This design comes from an exercise in tuning for small area, a short achievable clock period and few clock cycles per item on the open sky130 flow, not from production work. At most, simulation tests tie the RTL to the original design; equivalence was not proved. No activity file was given, so power comes from the tool's default toggle rates.

==> run a: inputs <==
==> flow/design.v (excerpt) <==
module sorted_insert_list #(
	parameter int CAPACITY = sil_pkg::CAPACITY_DEF
) (
	input  logic                              clk,
	input  logic                              arst_n,
	input  logic                              start,
	input  logic signed [sil_pkg::VALUE_W-1:0] value,
	output logic                              busy,
	output logic                              strobe,
	output logic signed [sil_pkg::VALUE_W-1:0] element,
	output logic [sil_pkg::POS_W-1:0]         position,
	output logic                              last,
	output logic                              rejected
);
==> module sil_ctrl, before the edit <==
module sil_ctrl (
	input  logic        clk,
	input  logic        arst_n,
	input  logic        start,
	input  logic        lt_d,       
	output logic        pk_en,      
	output logic        xfer,       
	output logic        sel_k,      
	output logic        dload,      
	output logic [16:1] msel,       
	output logic        busy,
	output logic        strobe,
	output logic [3:0]  position,
	output logic        last,
	output logic        rejected
);
	logic [4:0]  n_q;        
	logic [3:0]  ph_q;       
	logic [3:0]  rem_q;      
	logic        z_q;        
	logic        act_q;      
	logic        grow_q;     
	logic        placed_q;   
	logic        selk_q;     
	logic        pv_q;       
	logic        npv_q;      
	logic        xfer_q;     
	logic        dload_q;    
	logic [16:1] msel_q;     
	logic        strobe_q;
	logic [3:0]  pos_q;
	logic        last_q;
	logic        rej_q;
	logic z;
	logic take;
	logic dtake;
	logic ptake;
	logic nstart;
	logic inc;
	logic n0, n1, n15, n16;
	assign z      = z_q;
	assign n0     = (n_q == 5'd0);
	assign n1     = (n_q == 5'd1);
	assign n15    = (n_q == 5'd15);
	assign n16    = n_q[4];
	assign take   = start && npv_q;
	assign dtake  = take && dload_q;
	assign ptake  = take && !dload_q;
	assign nstart = xfer_q || dtake;
	assign inc    = act_q && grow_q && z;
	logic [4:0] n_d;
	logic [3:0] rem_d;
	logic       z_d;
	logic       act_d;
	logic       grow_d;
	logic       placed_d;
	logic       pv_d;
	logic       dload_d;
	logic       inc2;
	assign n_d = n_q + {4'd0, inc};
	always_comb begin
		if (!z) begin
			rem_d = rem_q - 4'd1;
			z_d   = (rem_q == 4'd1);
		end else if (nstart) begin
			rem_d = (n16 || (n15 && inc)) ? 4'd15 : 4'(n_d);
			z_d   = dload_q;
		end else begin
			rem_d = (n0 || inc) ? n_q[3:0] : n_q[3:0] - 4'd1;
			z_d   = n0 || (n1 && !inc);
		end
	end
	assign act_d    = nstart || (act_q && !z);
	assign grow_d   = nstart ? !(n16 || (n15 && inc)) : grow_q;
	assign placed_d = !z && (placed_q || selk_q);
	assign pv_d     = (!npv_q && !xfer_q) || ptake;
	assign dload_d  = n0 && !inc && !act_d;
	assign inc2     = (act_q && grow_q && !z && (rem_q == 4'd2)) ||
	                  (xfer_q && ((n1 && !inc) || (n0 && inc)));
	always_ff @(posedge clk or negedge arst_n) begin
		if (!arst_n) begin
			n_q      <= '0;
			z_q      <= 1'b1;
			act_q    <= 1'b0;
			pv_q     <= 1'b0;
			npv_q    <= 1'b1;
			xfer_q   <= 1'b0;
			dload_q  <= 1'b1;
			strobe_q <= 1'b0;
		end else begin
			n_q      <= n_d;
			z_q      <= z_d;
			act_q    <= act_d;
			pv_q     <= pv_d;
			npv_q    <= !pv_d;
			xfer_q   <= z_d && pv_d;
			dload_q  <= dload_d;
			strobe_q <= act_q;
		end
	end
	always_ff @(posedge clk) begin
		rem_q    <= rem_d;
		selk_q   <= act_d && grow_d && (z_d || placed_d || lt_d);
		if (dload_d)   msel_q <= 16'd1;
		else if (inc2) msel_q <= {msel_q[15:1], 1'b0};
	end
	always_ff @(posedge clk) begin
		ph_q     <= z ? 4'd0 : ph_q + 4'd1;
		grow_q   <= grow_d;
		placed_q <= placed_d;
		pos_q    <= ph_q;
		last_q   <= z;
		rej_q    <= !grow_q;
	end
	assign pk_en    = npv_q;
	assign xfer     = xfer_q;
	assign sel_k    = selk_q;
	assign dload    = dload_q;
	assign msel     = msel_q;
	assign busy     = pv_q;
	assign strobe   = strobe_q;
	assign position = pos_q;
	assign last     = last_q;
	assign rejected = rej_q;
endmodule
==> module sil_datapath, before the edit <==
module sil_datapath #(
	parameter int CAPACITY = sil_pkg::CAPACITY_DEF
) (
	input  logic                               clk,
	input  logic                               pk_en,
	input  logic                               xfer,
	input  logic                               sel_k,
	input  logic                               dload,
	input  logic [16:1]                        msel,
	input  logic signed [sil_pkg::VALUE_W-1:0] value,
	output logic                               lt_d,
	output logic signed [sil_pkg::VALUE_W-1:0] element
);
	localparam int W = sil_pkg::VALUE_W;
	function automatic logic less(input logic [W-1:0] a, input logic [W-1:0] b);
		logic [W-1:0] l, g;
		for (int i = 0; i < W; i++) begin
			if (i == W - 1) begin
				l[i] = a[i] & ~b[i];
				g[i] = ~a[i] & b[i];
			end else begin
				l[i] = ~a[i] & b[i];
				g[i] = a[i] & ~b[i];
			end
		end
		for (int s = 1; s < W; s = s * 2) begin
			for (int i = 0; i + s < W; i = i + 2 * s) begin
				l[i] = l[i+s] | (~g[i+s] & l[i]);
				g[i] = g[i+s] | (~l[i+s] & g[i]);
			end
		end
		less = l[0];
	endfunction
	logic signed [W-1:0] cells_q [CAPACITY];
	logic signed [W-1:0] k_q;      
	logic signed [W-1:0] pk_q;     
	logic signed [W-1:0] head_q;   
	logic signed [W-1:0] hn_q;     
	logic signed [W-1:0] out;
	logic signed [W-1:0] hn_d;
	assign out = sel_k ? k_q : head_q;
	always_comb begin
		hn_d = '0;
		if (msel[1] && dload) begin
			hn_d = value;
		end else begin
			if (msel[1] || msel[2]) hn_d = out;
			for (int p = 2; p < CAPACITY; p++) begin
				if (msel[18-p]) hn_d = hn_d | cells_q[p];
			end
		end
	end
	assign lt_d = less(xfer ? pk_q : k_q, hn_q);
	always_ff @(posedge clk) begin
		for (int i = 0; i < CAPACITY - 1; i++) cells_q[i] <= cells_q[i+1];
		cells_q[CAPACITY-1] <= out;
		if (dload)      k_q <= value;
		else if (xfer)  k_q <= pk_q;
		else if (sel_k) k_q <= head_q;
		if (pk_en) pk_q <= value;
		head_q <= hn_q;
		hn_q   <= hn_d;
	end
	assign element = cells_q[CAPACITY-1];
endmodule
clock: 5.5 ns
lec_check: 0
cap_margin: 20
core_margin: 2
core_utilization: 60
cts_cluster_diameter: 100
cts_cluster_size: 25
setup_slack_margin: 3.5
slew_margin: 20
run.sh (not shown) runs the stock make flow with config.mk's settings and CLKGATE_MAP_FILE= SYNTH_SCRIPT=/design/flow/synth_recipe.tcl, a recipe that flattens the netlist after the stock synthesis.
==> inputs of run b, as changes to run a <==
--- a/flow/design.v
+++ b/flow/design.v
@@ -86,27 +86,28 @@
 		if (!arst_n) begin
 			n_q      <= '0;
+			rem_q    <= '0;
 			z_q      <= 1'b1;
 			act_q    <= 1'b0;
+			selk_q   <= 1'b0;
 			pv_q     <= 1'b0;
 			npv_q    <= 1'b1;
 			xfer_q   <= 1'b0;
 			dload_q  <= 1'b1;
+			msel_q   <= 16'd1;
 			strobe_q <= 1'b0;
 		end else begin
 			n_q      <= n_d;
+			rem_q    <= rem_d;
 			z_q      <= z_d;
 			act_q    <= act_d;
+			selk_q   <= act_d && grow_d && (z_d || placed_d || lt_d);
 			pv_q     <= pv_d;
 			npv_q    <= !pv_d;
 			xfer_q   <= z_d && pv_d;
 			dload_q  <= dload_d;
+			if (dload_d)   msel_q <= 16'd1;
+			else if (inc2) msel_q <= {msel_q[15:1], 1'b0};
 			strobe_q <= act_q;
 		end
-	end
-	always_ff @(posedge clk) begin
-		rem_q    <= rem_d;
-		selk_q   <= act_d && grow_d && (z_d || placed_d || lt_d);
-		if (dload_d)   msel_q <= 16'd1;
-		else if (inc2) msel_q <= {msel_q[15:1], 1'b0};
 	end
 	always_ff @(posedge clk) begin
@@ -172,8 +173,8 @@
 	always_comb begin
 		hn_d = '0;
-		if (msel[1] && dload) begin
-			hn_d = value;
+		if (msel[1]) begin
+			hn_d = dload ? value : hn_q;
 		end else begin
-			if (msel[1] || msel[2]) hn_d = out;
+			if (msel[2]) hn_d = out;
 			for (int p = 2; p < CAPACITY; p++) begin
 				if (msel[18-p]) hn_d = hn_d | cells_q[p];
--- a/flow/config.mk
+++ b/flow/config.mk
@@ -10,5 +10,5 @@
 export CORE_UTILIZATION = 60
 export CTS_CLUSTER_DIAMETER = 100
-export CTS_CLUSTER_SIZE = 25
-export SETUP_SLACK_MARGIN = 3.5
+export CTS_CLUSTER_SIZE = 30
+export SETUP_SLACK_MARGIN = 3.4
 export SLEW_MARGIN = 20
==> inputs of run c, as changes to run a <==
--- a/flow/design.v
+++ b/flow/design.v
@@ -39,5 +39,4 @@
 	logic z;
 	logic take;
-	logic dtake;
 	logic ptake;
 	logic nstart;
@@ -50,7 +49,6 @@
 	assign n16    = n_q[4];
 	assign take   = start && npv_q;
-	assign dtake  = take && dload_q;
-	assign ptake  = take && !dload_q;
-	assign nstart = xfer_q || dtake;
+	assign ptake  = take;
+	assign nstart = xfer_q;
 	assign inc    = act_q && grow_q && z;
 	logic [4:0] n_d;
@@ -173,5 +171,5 @@
 		hn_d = '0;
 		if (msel[1] && dload) begin
-			hn_d = value;
+			hn_d = pk_q;
 		end else begin
 			if (msel[1] || msel[2]) hn_d = out;
@@ -181,10 +179,12 @@
 		end
 	end
-	assign lt_d = less(xfer ? pk_q : k_q, hn_q);
+	logic lt_pk, lt_k;
+	assign lt_pk = less(pk_q, hn_q);
+	assign lt_k  = less(k_q, hn_q);
+	assign lt_d  = xfer ? lt_pk : lt_k;
 	always_ff @(posedge clk) begin
 		for (int i = 0; i < CAPACITY - 1; i++) cells_q[i] <= cells_q[i+1];
 		cells_q[CAPACITY-1] <= out;
-		if (dload)      k_q <= value;
-		else if (xfer)  k_q <= pk_q;
+		if (xfer)       k_q <= pk_q;
 		else if (sel_k) k_q <= head_q;
 		if (pk_en) pk_q <= value;
--- a/flow/config.mk
+++ b/flow/config.mk
@@ -8,7 +8,7 @@
 export CAP_MARGIN = 20
 export CORE_MARGIN = 2
-export CORE_UTILIZATION = 60
+export CORE_UTILIZATION = 70
 export CTS_CLUSTER_DIAMETER = 100
 export CTS_CLUSTER_SIZE = 25
-export SETUP_SLACK_MARGIN = 3.5
+export SETUP_SLACK_MARGIN = 3.3
 export SLEW_MARGIN = 20
==> comparison table <==
| item | run b | run c | run a |
|---|---|---|---|
| Multi-input logic area | 5310 µm² | 5321 µm² | 5507 µm² |
| Reg2Reg Capture Point | u_ctrl.selk_q$_DFF_PN0_ | u_ctrl.selk_q$_DFF_P_ | u_ctrl.selk_q$_DFF_P_ |
| Cell Rows | 65 | 60 | 65 |
| Vert. Die Dim | 182.4 µm | 168.2 µm | 181.6 µm |
| Max IR drop VDD | 0.3737 mV | 0.4192 mV | 0.4475 mV |
| Std-Cell Core Area | 31,470 µm² | 26,730 µm² | 31,310 µm² |
| Effective utilization at floorplan | 60.65% | 70.64% | 60.46% |
| Number of cells in the finished layout apart from fillers | 1,932 | 1,916 | 2,022 |
| Final worst slack | 3.196 ns | 3.054 ns | 3.078 ns |
| Routed wl met3 | 2706 µm | 3190 µm | 2868 µm |
| Worst min-delay path startpoint | u_datapath.cells_q[3][10]$_DFF_P_ | u_datapath.hn_q[11]$_DFF_P_ | u_datapath.cells_q[6][0]$_DFF_P_ |
| Status | finished clean | finished clean | finished clean |
| Initial DRC Count | 1,291 | 1,534 | 1,215 |
Testbench counts of run b, summed over its fixed seeds: cycles 24,799, items 2,755.
Function not checked in run a and run c: the RTL went through the layout flow alone.

[re-timing with driven ports]
The results above use ideal ports. As a check the final layouts listed here were re-extracted and re-timed, cells and wires unchanged.
Step 1 assumes that a clkbuf_16 drives the clock port and a buf_2 every other input.
Step 2 also shifts input and output timing later by t, the mid clock arrival at the registers, as if the neighbouring blocks saw the same clock.
a / b / c = no drivers / after step 1 / after step 2; a / b = the first two.
run	t (ns)	setup WS [ns]	slew at the worst register clock pin (ns)	cell pins on the clock port's net
run a	0.639	3.078 / 3.078 / 2.794	0.10 / 0.10	1
run b	0.621	3.196 / 3.196 / 2.953	0.12 / 0.12	1
run c	0.639	3.054 / 3.054 / 3.054	0.10 / 0.10	1
After both steps every run listed still meets setup and hold. The setup slack of run a, which loses most, moves by 0.000 ns with the drivers and by -0.284 ns with both steps.
